Background: an optimization exercise with open tools, aiming at small area, a short achievable clock period and few clock cycles. Do not read the settings as production practice. Only simulation tests tie the RTL to the original design; equivalence was not proved. No activity file was given, so power comes from the tool's default toggle rates.

==> inputs of job 393 <==
==> flow/design.v <==
package krt_pkg;
	localparam logic [2:0] CMD_INSERT = 3'd0;
	localparam logic [2:0] CMD_DELETE = 3'd1;
	localparam logic [2:0] CMD_LOOKUP = 3'd2;
	localparam logic [2:0] CMD_SCAN   = 3'd3;
	localparam logic [2:0] CMD_READ   = 3'd4;
	localparam logic [2:0] ST_OK        = 3'd0;
	localparam logic [2:0] ST_FULL      = 3'd1;
	localparam logic [2:0] ST_DUP       = 3'd2;
	localparam logic [2:0] ST_NOT_FOUND = 3'd3;
	localparam logic [2:0] ST_BAD_INDEX = 3'd4;
	localparam logic [2:0] ST_NONE      = 3'd5;
	typedef struct packed {
		logic [2:0]  cmd;
		logic [30:0] item_key;
		logic [15:0] item_quantity;
		logic [31:0] item_price;
		logic [4:0]  entry_index;
	} cmd_t;
	typedef struct packed {
		logic [2:0]  status;
		logic [4:0]  found_index;
		logic [30:0] found_key;
		logic [15:0] found_quantity;
		logic [31:0] found_price;
		logic [5:0]  records_held;
		logic        last_result;
	} result_t;
	typedef enum logic [2:0] {
		BK_IDLE,
		BK_SEARCH,
		BK_SHIFT,
		BK_SCAN,
		BK_READ,
		BK_WRITE
	} bk_state_t;
endpackage
module keyed_record_table_unit #(
	parameter int CAPACITY = 32
) (
	input  logic             clk,
	input  logic             arst_n,
	input  logic             start,
	output logic             busy,
	input  logic [86:0]      command,
	output logic             strobe,
	output logic [93:0]      result,
	input  logic             cfg_valid,
	output logic             cfg_ready,
	input  logic [15:0]      cfg_data
);
	localparam int N = 32;
	function automatic logic [N-1:0] pre_or(input logic [N-1:0] v);
		logic [N-1:0] a;
		a = {v[N-2:0], 1'b0};
		for (int d = 1; d < N; d = d * 2) a = a | (a << d);
		pre_or = a;
	endfunction
	function automatic logic gt5(input logic [4:0] a, input logic [4:0] b);
		logic g;
		g = 1'b0;
		for (int i = 0; i < 5; i++) g = (a[i] & ~b[i]) | (~(a[i] ^ b[i]) & g);
		gt5 = g;
	endfunction
	function automatic logic [4:0] dec5(input logic [4:0] a);
		logic [4:0] d;
		logic z;
		z = 1'b1;
		for (int i = 0; i < 5; i++) begin
			d[i] = a[i] ^ z;
			z = z & ~a[i];
		end
		dec5 = d;
	endfunction
	function automatic logic [4:0] enc32(input logic [N-1:0] oh);
		logic [4:0] e;
		e = '0;
		for (int i = 0; i < N; i++) if (oh[i]) e = e | 5'(i);
		enc32 = e;
	endfunction
	logic [30:0] key_m [N];
	logic [15:0] qty_m [N];
	logic [31:0] pr_m [N];
	logic [4:0]  rank_m [N];
	logic [N-1:0] vld_q;
	logic [5:0]  held_q;
	logic [15:0] thr_q;
	logic [N-1:0] qle_q;
	logic         qchg_q;
	logic [4:0]   fq_q;
	logic [N-1:0] fr_q;
	logic         fnone_q, fz_q;
	logic         b_v;
	logic [2:0]   b_cmd;
	logic [4:0]   b_idx;
	logic         b_le;
	logic [30:0]  b_key;
	logic [15:0]  b_qty;
	logic [31:0]  b_pr;
	logic [N-1:0] h_q;
	logic         anyh_q;
	logic         b_cont;
	logic         c_v;
	logic [2:0]   c_st;
	logic [4:0]   c_idx;
	logic         c_last;
	logic [N-1:0] sel_q;
	logic         rc_act;
	logic [5:0]   rc_pos;
	logic         rc_v1, rc_v2;
	logic [4:0]   rc_p1, rc_p2;
	assign cfg_ready = 1'b1;
	logic b_ins, b_del, b_look, b_scan, b_read;
	assign b_ins  = (b_cmd == krt_pkg::CMD_INSERT);
	assign b_del  = (b_cmd == krt_pkg::CMD_DELETE);
	assign b_look = (b_cmd == krt_pkg::CMD_LOOKUP);
	assign b_scan = (b_cmd == krt_pkg::CMD_SCAN);
	assign b_read = (b_cmd == krt_pkg::CMD_READ);
	logic bx, b_done, b_free, adv;
	logic any_h;
	logic [4:0] p;
	logic full;
	logic ins_ok, del_ok;
	logic ins_will;
	logic [N-1:0] vld_d, free_oh;
	logic rc_go;
	assign full = held_q[5];
	assign bx = b_v && !rc_act && !(b_scan && !b_cont && qchg_q);
	always_comb begin
		any_h = anyh_q;
		p = '0;
		for (int s = 0; s < N; s++) if (h_q[s]) p = p | rank_m[s];
	end
	assign ins_will = b_v && b_ins && !full && !any_h;
	assign ins_ok = bx && ins_will;
	assign del_ok = bx && b_del && any_h;
	assign vld_d = del_ok ? (vld_q & ~h_q) : vld_q;
	assign free_oh = ~vld_q & ~pre_or(~vld_q);
	assign rc_go = rc_act && (rc_pos < held_q);
	logic [N-1:0] sx, sx_pre, sx_low;
	logic [4:0] s_idx;
	logic s_last, s_more2;
	always_comb begin
		sx = fr_q;
		sx_pre = pre_or(sx);
		sx_low = sx & ~sx_pre;
		s_idx = fq_q;
		s_last = fz_q;
		s_more2 = |(sx & sx_pre);
	end
	logic [4:0] ridx;
	logic [N-1:0] eqsel, sel_d;
	always_comb begin
		ridx = rc_act ? rc_pos[4:0] : (b_read ? b_idx : s_idx);
		for (int s = 0; s < N; s++) eqsel[s] = vld_q[s] && (rank_m[s] == ridx);
		sel_d = '0;
		if (rc_act) sel_d = eqsel;
		else if (b_read || (b_scan && !(!b_cont && fnone_q))) sel_d = eqsel;
		else if (b_look || b_del) sel_d = h_q;
		else if (ins_will) sel_d = free_oh;
	end
	logic [2:0] st;
	logic [4:0] r_idx;
	logic r_last;
	always_comb begin
		st = krt_pkg::ST_OK;
		r_idx = '0;
		r_last = 1'b1;
		case (b_cmd)
			krt_pkg::CMD_INSERT: begin
				if (full) st = krt_pkg::ST_FULL;
				else if (any_h) st = krt_pkg::ST_DUP;
				else begin
					r_idx = held_q[4:0];
				end
			end
			krt_pkg::CMD_DELETE: begin
				if (any_h) begin
					r_idx = p;
				end else st = krt_pkg::ST_NOT_FOUND;
			end
			krt_pkg::CMD_LOOKUP: begin
				if (any_h) r_idx = p;
				else st = krt_pkg::ST_NOT_FOUND;
			end
			krt_pkg::CMD_SCAN: begin
				if (!b_cont && fnone_q) st = krt_pkg::ST_NONE;
				else begin
					r_idx = s_idx;
					r_last = s_last;
				end
			end
			default: begin
				if ({1'b0, b_idx} < held_q) r_idx = b_idx;
				else st = krt_pkg::ST_BAD_INDEX;
			end
		endcase
	end
	logic s_go;
	assign s_go = bx && b_scan && !(!b_cont && fnone_q) && !s_last;
	assign b_done = bx && !s_go;
	logic [N-1:0] h_d;
	logic keq;
	always_comb begin
		keq = (b_key == command[83:53]);
		for (int s = 0; s < N; s++) h_d[s] = vld_d[s] && (key_m[s] == command[83:53]);
		h_d = h_d | ({N{ins_ok && keq}} & free_oh);
	end
	logic [N-1:0] below_p;
	always_comb begin
		for (int j = 0; j < N; j++) below_p[j] = (5'(j) < p);
	end
	for (genvar s = 0; s < N; s++) begin : g_slot
		always_ff @(posedge clk) begin
			if (!vld_q[s]) begin
				key_m[s] <= b_key;
				qty_m[s] <= b_qty;
				pr_m[s] <= b_pr;
			end
			if (ins_ok && free_oh[s]) rank_m[s] <= held_q[4:0];
			else if (del_ok && gt5(rank_m[s], p)) rank_m[s] <= dec5(rank_m[s]);
		end
	end
	logic [N-1:0] fpre;
	always_comb fpre = pre_or(qle_q);
	always_ff @(posedge clk or negedge arst_n) begin
		if (!arst_n) begin
			vld_q <= '0;
			held_q <= '0;
			qle_q <= '0;
			qchg_q <= 1'b0;
			thr_q <= '0;
			rc_act <= 1'b0;
			rc_pos <= '0;
			rc_v1 <= 1'b0;
			rc_v2 <= 1'b0;
		end else begin
			if (ins_ok) begin
				held_q <= held_q + 6'd1;
				qle_q[held_q[4:0]] <= b_le;
			end else if (del_ok) begin
				held_q <= held_q - 6'd1;
				qle_q <= (qle_q & below_p) | ({1'b0, qle_q[N-1:1]} & ~below_p);
			end else if (rc_v2) begin
				qle_q[rc_p2] <= (result[54:39] <= thr_q);
			end
			vld_q <= ins_ok ? (vld_q | free_oh) : vld_d;
			qchg_q <= ins_ok || del_ok || rc_v2;
			rc_v1 <= rc_go;
			rc_v2 <= rc_v1;
			if (cfg_valid) begin
				thr_q <= cfg_data;
				rc_act <= 1'b1;
				rc_pos <= '0;
			end else if (rc_act) begin
				if (rc_go) rc_pos <= rc_pos + 6'd1;
				else if (!rc_v1 && !rc_v2) rc_act <= 1'b0;
			end
		end
	end
	always_ff @(posedge clk) begin
		rc_p1 <= rc_pos[4:0];
		rc_p2 <= rc_p1;
		if (s_go) begin
			fq_q <= enc32(sx_low);
			fr_q <= sx & sx_pre;
			fz_q <= ~|(sx & sx_pre);
		end else if (!(b_cont && !bx)) begin
			fq_q <= enc32(qle_q & ~fpre);
			fr_q <= qle_q & fpre;
			fnone_q <= ~|qle_q;
			fz_q <= ~|(qle_q & fpre);
		end
	end
	logic known_in, busy_d;
	assign known_in = (command[86:84] <= krt_pkg::CMD_READ);
	always_comb begin
		if (!busy) busy_d = start && (command[86:84] == krt_pkg::CMD_SCAN);
		else if (s_go) busy_d = s_more2;
		else busy_d = b_v && !b_done;
		if (cfg_valid || (rc_act && (rc_go || rc_v1 || rc_v2))) busy_d = 1'b1;
	end
	always_ff @(posedge clk or negedge arst_n) begin
		if (!arst_n) begin
			b_v <= 1'b0;
			b_cont <= 1'b0;
			c_v <= 1'b0;
			busy <= 1'b0;
			strobe <= 1'b0;
		end else begin
			busy <= busy_d;
			if (!busy) b_v <= start && known_in;
			else if (b_done) b_v <= 1'b0;
			if (s_go) b_cont <= 1'b1;
			else if (bx) b_cont <= 1'b0;
			c_v <= bx;
			strobe <= c_v;
		end
	end
	always_ff @(posedge clk) begin
		if (!busy) begin
			b_cmd <= command[86:84];
			b_idx <= command[4:0];
			b_le <= (command[52:37] <= thr_q);
			h_q <= h_d;
			b_key <= command[83:53];
			b_qty <= command[52:37];
			b_pr <= command[36:5];
			anyh_q <= |h_d;
		end
		c_st <= st;
		c_idx <= r_idx;
		c_last <= r_last;
		sel_q <= sel_d;
	end
	logic [30:0] m_key;
	logic [15:0] m_qty;
	logic [31:0] m_pr;
	always_comb begin
		m_key = '0;
		m_qty = '0;
		m_pr = '0;
		for (int s = 0; s < N; s++) begin
			m_key = m_key | (key_m[s] & {31{sel_q[s]}});
			m_qty = m_qty | (qty_m[s] & {16{sel_q[s]}});
			m_pr = m_pr | (pr_m[s] & {32{sel_q[s]}});
		end
	end
	always_ff @(posedge clk) result <= {c_st, c_idx, m_key, m_qty, m_pr, held_q, c_last};
endmodule
==> flow/run.sh <==
#!/bin/bash
# synth_recipe.tcl (not shown) runs the flow's synth.tcl, then flattens the netlist and writes it again
# the make line also repeats each setting of config.mk as NAME=value (left out here)
make -C /OpenROAD-flow-scripts/flow DESIGN_CONFIG=/design/flow/config.mk WORK_HOME=/design/flow/orfs CLKGATE_MAP_FILE= SYNTH_SCRIPT=/design/flow/synth_recipe.tcl finish
==> flow/config.mk <==
export PLATFORM = sky130hd
export DESIGN_NAME = keyed_record_table_unit
export DESIGN_NICKNAME = keyed_record_table_unit
export VERILOG_FILES = /design/flow/design.v
export SDC_FILE = /design/flow/constraint.sdc
export NUM_CORES = 4
export LEC_CHECK = 0
export CAP_MARGIN = 20
export CORE_MARGIN = 2
export CORE_UTILIZATION = 55
export SETUP_SLACK_MARGIN = 4
export SLEW_MARGIN = 30
==> flow/constraint.sdc <==
create_clock -name core_clock -period 7.0 [get_ports {clk}]
set_input_delay 1.4000 -clock core_clock [delete_from_list [all_inputs] [get_ports {clk}]]
set_output_delay 1.4000 -clock core_clock [all_outputs]
set_load 0.01 [all_outputs]
==> job 1308 (differences from job 393) <==
--- a/flow/design.v
+++ b/flow/design.v
@@ -56,22 +56,6 @@
 		for (int d = 1; d < N; d = d * 2) a = a | (a << d);
 		pre_or = a;
 	endfunction
-	function automatic logic gt5(input logic [4:0] a, input logic [4:0] b);
-		logic g;
-		g = 1'b0;
-		for (int i = 0; i < 5; i++) g = (a[i] & ~b[i]) | (~(a[i] ^ b[i]) & g);
-		gt5 = g;
-	endfunction
-	function automatic logic [4:0] dec5(input logic [4:0] a);
-		logic [4:0] d;
-		logic z;
-		z = 1'b1;
-		for (int i = 0; i < 5; i++) begin
-			d[i] = a[i] ^ z;
-			z = z & ~a[i];
-		end
-		dec5 = d;
-	endfunction
 	function automatic logic [4:0] enc32(input logic [N-1:0] oh);
 		logic [4:0] e;
 		e = '0;
@@ -94,15 +78,17 @@
 	logic [2:0]   b_cmd;
 	logic [4:0]   b_idx;
 	logic         b_le;
-	logic [30:0]  b_key;
-	logic [15:0]  b_qty;
-	logic [31:0]  b_pr;
 	logic [N-1:0] h_q;
 	logic         anyh_q;
+	logic [N-1:0] claim_q;
 	logic         b_cont;
+	logic [4:0]   jq_q;
+	logic [N-1:0] rem_q;
+	logic         zq_q;
 	logic         c_v;
 	logic [2:0]   c_st;
 	logic [4:0]   c_idx;
+	logic [5:0]   c_held;
 	logic         c_last;
 	logic [N-1:0] sel_q;
 	logic         rc_act;
@@ -122,7 +108,7 @@
 	logic full;
 	logic ins_ok, del_ok;
 	logic ins_will;
-	logic [N-1:0] vld_d, free_oh;
+	logic [N-1:0] vld_n, nclaim, wfree;
 	logic rc_go;
 	assign full = held_q[5];
 	assign bx = b_v && !rc_act && !(b_scan && !b_cont && qchg_q);
@@ -134,18 +120,23 @@
 	assign ins_will = b_v && b_ins && !full && !any_h;
 	assign ins_ok = bx && ins_will;
 	assign del_ok = bx && b_del && any_h;
-	assign vld_d = del_ok ? (vld_q & ~h_q) : vld_q;
-	assign free_oh = ~vld_q & ~pre_or(~vld_q);
+	assign vld_n = ins_ok ? (vld_q | claim_q) : del_ok ? (vld_q & ~h_q) : vld_q;
+	always_comb begin
+		logic [N-1:0] fr;
+		fr = ~vld_q & ~(ins_will ? claim_q : '0);
+		wfree = fr;
+		nclaim = fr & ~pre_or(fr);
+	end
 	assign rc_go = rc_act && (rc_pos < held_q);
 	logic [N-1:0] sx, sx_pre, sx_low;
 	logic [4:0] s_idx;
 	logic s_last, s_more2;
 	always_comb begin
-		sx = fr_q;
+		sx = b_cont ? rem_q : fr_q;
 		sx_pre = pre_or(sx);
 		sx_low = sx & ~sx_pre;
-		s_idx = fq_q;
-		s_last = fz_q;
+		s_idx = b_cont ? jq_q : fq_q;
+		s_last = b_cont ? zq_q : fz_q;
 		s_more2 = |(sx & sx_pre);
 	end
 	logic [4:0] ridx;
@@ -157,14 +148,16 @@
 		if (rc_act) sel_d = eqsel;
 		else if (b_read || (b_scan && !(!b_cont && fnone_q))) sel_d = eqsel;
 		else if (b_look || b_del) sel_d = h_q;
-		else if (ins_will) sel_d = free_oh;
+		else if (ins_will) sel_d = claim_q;
 	end
 	logic [2:0] st;
 	logic [4:0] r_idx;
+	logic [5:0] r_held;
 	logic r_last;
 	always_comb begin
 		st = krt_pkg::ST_OK;
 		r_idx = '0;
+		r_held = held_q;
 		r_last = 1'b1;
 		case (b_cmd)
 			krt_pkg::CMD_INSERT: begin
@@ -172,11 +165,13 @@
 				else if (any_h) st = krt_pkg::ST_DUP;
 				else begin
 					r_idx = held_q[4:0];
+					r_held = held_q + 6'd1;
 				end
 			end
 			krt_pkg::CMD_DELETE: begin
 				if (any_h) begin
 					r_idx = p;
+					r_held = held_q - 6'd1;
 				end else st = krt_pkg::ST_NOT_FOUND;
 			end
 			krt_pkg::CMD_LOOKUP: begin
@@ -200,11 +195,8 @@
 	assign s_go = bx && b_scan && !(!b_cont && fnone_q) && !s_last;
 	assign b_done = bx && !s_go;
 	logic [N-1:0] h_d;
-	logic keq;
 	always_comb begin
-		keq = (b_key == command[83:53]);
-		for (int s = 0; s < N; s++) h_d[s] = vld_d[s] && (key_m[s] == command[83:53]);
-		h_d = h_d | ({N{ins_ok && keq}} & free_oh);
+		for (int s = 0; s < N; s++) h_d[s] = vld_n[s] && (key_m[s] == command[83:53]);
 	end
 	logic [N-1:0] below_p;
 	always_comb begin
@@ -212,13 +204,13 @@
 	end
 	for (genvar s = 0; s < N; s++) begin : g_slot
 		always_ff @(posedge clk) begin
-			if (!vld_q[s]) begin
-				key_m[s] <= b_key;
-				qty_m[s] <= b_qty;
-				pr_m[s] <= b_pr;
+			if (wfree[s]) begin
+				key_m[s] <= command[83:53];
+				qty_m[s] <= command[52:37];
+				pr_m[s] <= command[36:5];
 			end
-			if (ins_ok && free_oh[s]) rank_m[s] <= held_q[4:0];
-			else if (del_ok && gt5(rank_m[s], p)) rank_m[s] <= dec5(rank_m[s]);
+			if (ins_ok && claim_q[s]) rank_m[s] <= held_q[4:0];
+			else if (del_ok && rank_m[s] > p) rank_m[s] <= rank_m[s] - 5'd1;
 		end
 	end
 	logic [N-1:0] fpre;
@@ -244,7 +236,7 @@
 			end else if (rc_v2) begin
 				qle_q[rc_p2] <= (result[54:39] <= thr_q);
 			end
-			vld_q <= ins_ok ? (vld_q | free_oh) : vld_d;
+			vld_q <= vld_n;
 			qchg_q <= ins_ok || del_ok || rc_v2;
 			rc_v1 <= rc_go;
 			rc_v2 <= rc_v1;
@@ -261,21 +253,16 @@
 	always_ff @(posedge clk) begin
 		rc_p1 <= rc_pos[4:0];
 		rc_p2 <= rc_p1;
-		if (s_go) begin
-			fq_q <= enc32(sx_low);
-			fr_q <= sx & sx_pre;
-			fz_q <= ~|(sx & sx_pre);
-		end else if (!(b_cont && !bx)) begin
-			fq_q <= enc32(qle_q & ~fpre);
-			fr_q <= qle_q & fpre;
-			fnone_q <= ~|qle_q;
-			fz_q <= ~|(qle_q & fpre);
-		end
+		fq_q <= enc32(qle_q & ~fpre);
+		fr_q <= qle_q & fpre;
+		fnone_q <= ~|qle_q;
+		fz_q <= ~|(qle_q & fpre);
 	end
 	logic known_in, busy_d;
 	assign known_in = (command[86:84] <= krt_pkg::CMD_READ);
 	always_comb begin
-		if (!busy) busy_d = start && (command[86:84] == krt_pkg::CMD_SCAN);
+		if (!busy) busy_d = start && ((command[86:84] == krt_pkg::CMD_SCAN)
+		                              || (command[86:84] == krt_pkg::CMD_DELETE && &vld_n));
 		else if (s_go) busy_d = s_more2;
 		else busy_d = b_v && !b_done;
 		if (cfg_valid || (rc_act && (rc_go || rc_v1 || rc_v2))) busy_d = 1'b1;
@@ -303,13 +290,17 @@
 			b_idx <= command[4:0];
 			b_le <= (command[52:37] <= thr_q);
 			h_q <= h_d;
-			b_key <= command[83:53];
-			b_qty <= command[52:37];
-			b_pr <= command[36:5];
+			claim_q <= nclaim;
 			anyh_q <= |h_d;
 		end
+		if (s_go) begin
+			jq_q <= enc32(sx_low);
+			rem_q <= sx & sx_pre;
+			zq_q <= ~|(sx & sx_pre);
+		end
 		c_st <= st;
 		c_idx <= r_idx;
+		c_held <= r_held;
 		c_last <= r_last;
 		sel_q <= sel_d;
 	end
@@ -326,5 +317,5 @@
 			m_pr = m_pr | (pr_m[s] & {32{sel_q[s]}});
 		end
 	end
-	always_ff @(posedge clk) result <= {c_st, c_idx, m_key, m_qty, m_pr, held_q, c_last};
+	always_ff @(posedge clk) result <= {c_st, c_idx, m_key, m_qty, m_pr, c_held, c_last};
 endmodule
CORE_UTILIZATION = 40   (was 55)
==> job 6729 (differences from job 393) <==
--- a/flow/design.v
+++ b/flow/design.v
@@ -100,9 +100,13 @@
 	logic [N-1:0] h_q;
 	logic         anyh_q;
 	logic         b_cont;
+	logic [4:0]   jq_q;
+	logic [N-1:0] rem_q;
+	logic         zq_q;
 	logic         c_v;
 	logic [2:0]   c_st;
 	logic [4:0]   c_idx;
+	logic [5:0]   c_held;
 	logic         c_last;
 	logic [N-1:0] sel_q;
 	logic         rc_act;
@@ -141,11 +145,11 @@
 	logic [4:0] s_idx;
 	logic s_last, s_more2;
 	always_comb begin
-		sx = fr_q;
+		sx = b_cont ? rem_q : fr_q;
 		sx_pre = pre_or(sx);
 		sx_low = sx & ~sx_pre;
-		s_idx = fq_q;
-		s_last = fz_q;
+		s_idx = b_cont ? jq_q : fq_q;
+		s_last = b_cont ? zq_q : fz_q;
 		s_more2 = |(sx & sx_pre);
 	end
 	logic [4:0] ridx;
@@ -161,10 +165,12 @@
 	end
 	logic [2:0] st;
 	logic [4:0] r_idx;
+	logic [5:0] r_held;
 	logic r_last;
 	always_comb begin
 		st = krt_pkg::ST_OK;
 		r_idx = '0;
+		r_held = held_q;
 		r_last = 1'b1;
 		case (b_cmd)
 			krt_pkg::CMD_INSERT: begin
@@ -172,11 +178,13 @@
 				else if (any_h) st = krt_pkg::ST_DUP;
 				else begin
 					r_idx = held_q[4:0];
+					r_held = held_q + 6'd1;
 				end
 			end
 			krt_pkg::CMD_DELETE: begin
 				if (any_h) begin
 					r_idx = p;
+					r_held = held_q - 6'd1;
 				end else st = krt_pkg::ST_NOT_FOUND;
 			end
 			krt_pkg::CMD_LOOKUP: begin
@@ -261,16 +269,10 @@
 	always_ff @(posedge clk) begin
 		rc_p1 <= rc_pos[4:0];
 		rc_p2 <= rc_p1;
-		if (s_go) begin
-			fq_q <= enc32(sx_low);
-			fr_q <= sx & sx_pre;
-			fz_q <= ~|(sx & sx_pre);
-		end else if (!(b_cont && !bx)) begin
-			fq_q <= enc32(qle_q & ~fpre);
-			fr_q <= qle_q & fpre;
-			fnone_q <= ~|qle_q;
-			fz_q <= ~|(qle_q & fpre);
-		end
+		fq_q <= enc32(qle_q & ~fpre);
+		fr_q <= qle_q & fpre;
+		fnone_q <= ~|qle_q;
+		fz_q <= ~|(qle_q & fpre);
 	end
 	logic known_in, busy_d;
 	assign known_in = (command[86:84] <= krt_pkg::CMD_READ);
@@ -308,8 +310,14 @@
 			b_pr <= command[36:5];
 			anyh_q <= |h_d;
 		end
+		if (s_go) begin
+			jq_q <= enc32(sx_low);
+			rem_q <= sx & sx_pre;
+			zq_q <= ~|(sx & sx_pre);
+		end
 		c_st <= st;
 		c_idx <= r_idx;
+		c_held <= r_held;
 		c_last <= r_last;
 		sel_q <= sel_d;
 	end
@@ -326,5 +334,5 @@
 			m_pr = m_pr | (pr_m[s] & {32{sel_q[s]}});
 		end
 	end
-	always_ff @(posedge clk) result <= {c_st, c_idx, m_key, m_qty, m_pr, held_q, c_last};
+	always_ff @(posedge clk) result <= {c_st, c_idx, m_key, m_qty, m_pr, c_held, c_last};
 endmodule
CORE_UTILIZATION = 40   (was 55)
==> run summary <==
Utilization: job 393 > job 1308 > job 6729. The lowest power belongs to job 6729, the highest to job 1308. Of job 1308 and job 393, job 1308 has the higher final cell count (gap about 10%, measured against job 393). Clock-buffer cell count: job 393 < job 6729 < job 1308. In job 393 the combinational power is larger than in job 6729, by about 130%. Of job 393 and job 6729, job 6729 has the higher routed wire length (gap about 3.3%, measured against job 6729). Clock power, lowest first: job 393, job 1308, job 6729. The highest via count belongs to job 393, the lowest to job 1308. Sequential share of layout area: job 6729 is higher than job 1308 (1.5 points). The highest hold slack belongs to job 393, the lowest to job 1308. Job 393 produced a clean layout. Job 1308 completed without violations. Job 6729 completed without violations.
Testbench counts of job 393, summed over its fixed seeds: cycles 5,120.
Testbench counts of job 1308, summed over its fixed seeds: cycles 5,229.
Testbench counts of job 6729, summed over its fixed seeds: cycles 5,120.

[re-timing with driven ports]
In the flow no input, the clock included, has a driving cell. The finished layouts below were timed again as built, in two steps. Step 1, drivers: a clkbuf_16 drives clk and a buf_2 each remaining input, both assumed. Step 2 moves the port delays by t, midway between the first and last clock arrival at a register: inputs arrive t later, outputs are due t later. That takes back most of the time a late clock gives input paths. a / b / c = ideal / step 1 / step 2; a / b = the first two.
run	shift t [ns]	setup WS [ns]	worst setup path at the end	worst data-port slew with drivers (ns)
job 393	1.093	3.430 / 3.430 / 2.465	input to register	0.16
job 1308	1.086	3.671 / 3.691 / 2.605	input to register	0.21
job 6729	1.062	3.409 / 3.409 / 2.412	input to register	0.28
After both steps every run listed still meets setup and hold. For job 1308, which loses most, drivers alone change the setup slack by +0.020 ns; drivers and shift together by -1.066 ns.
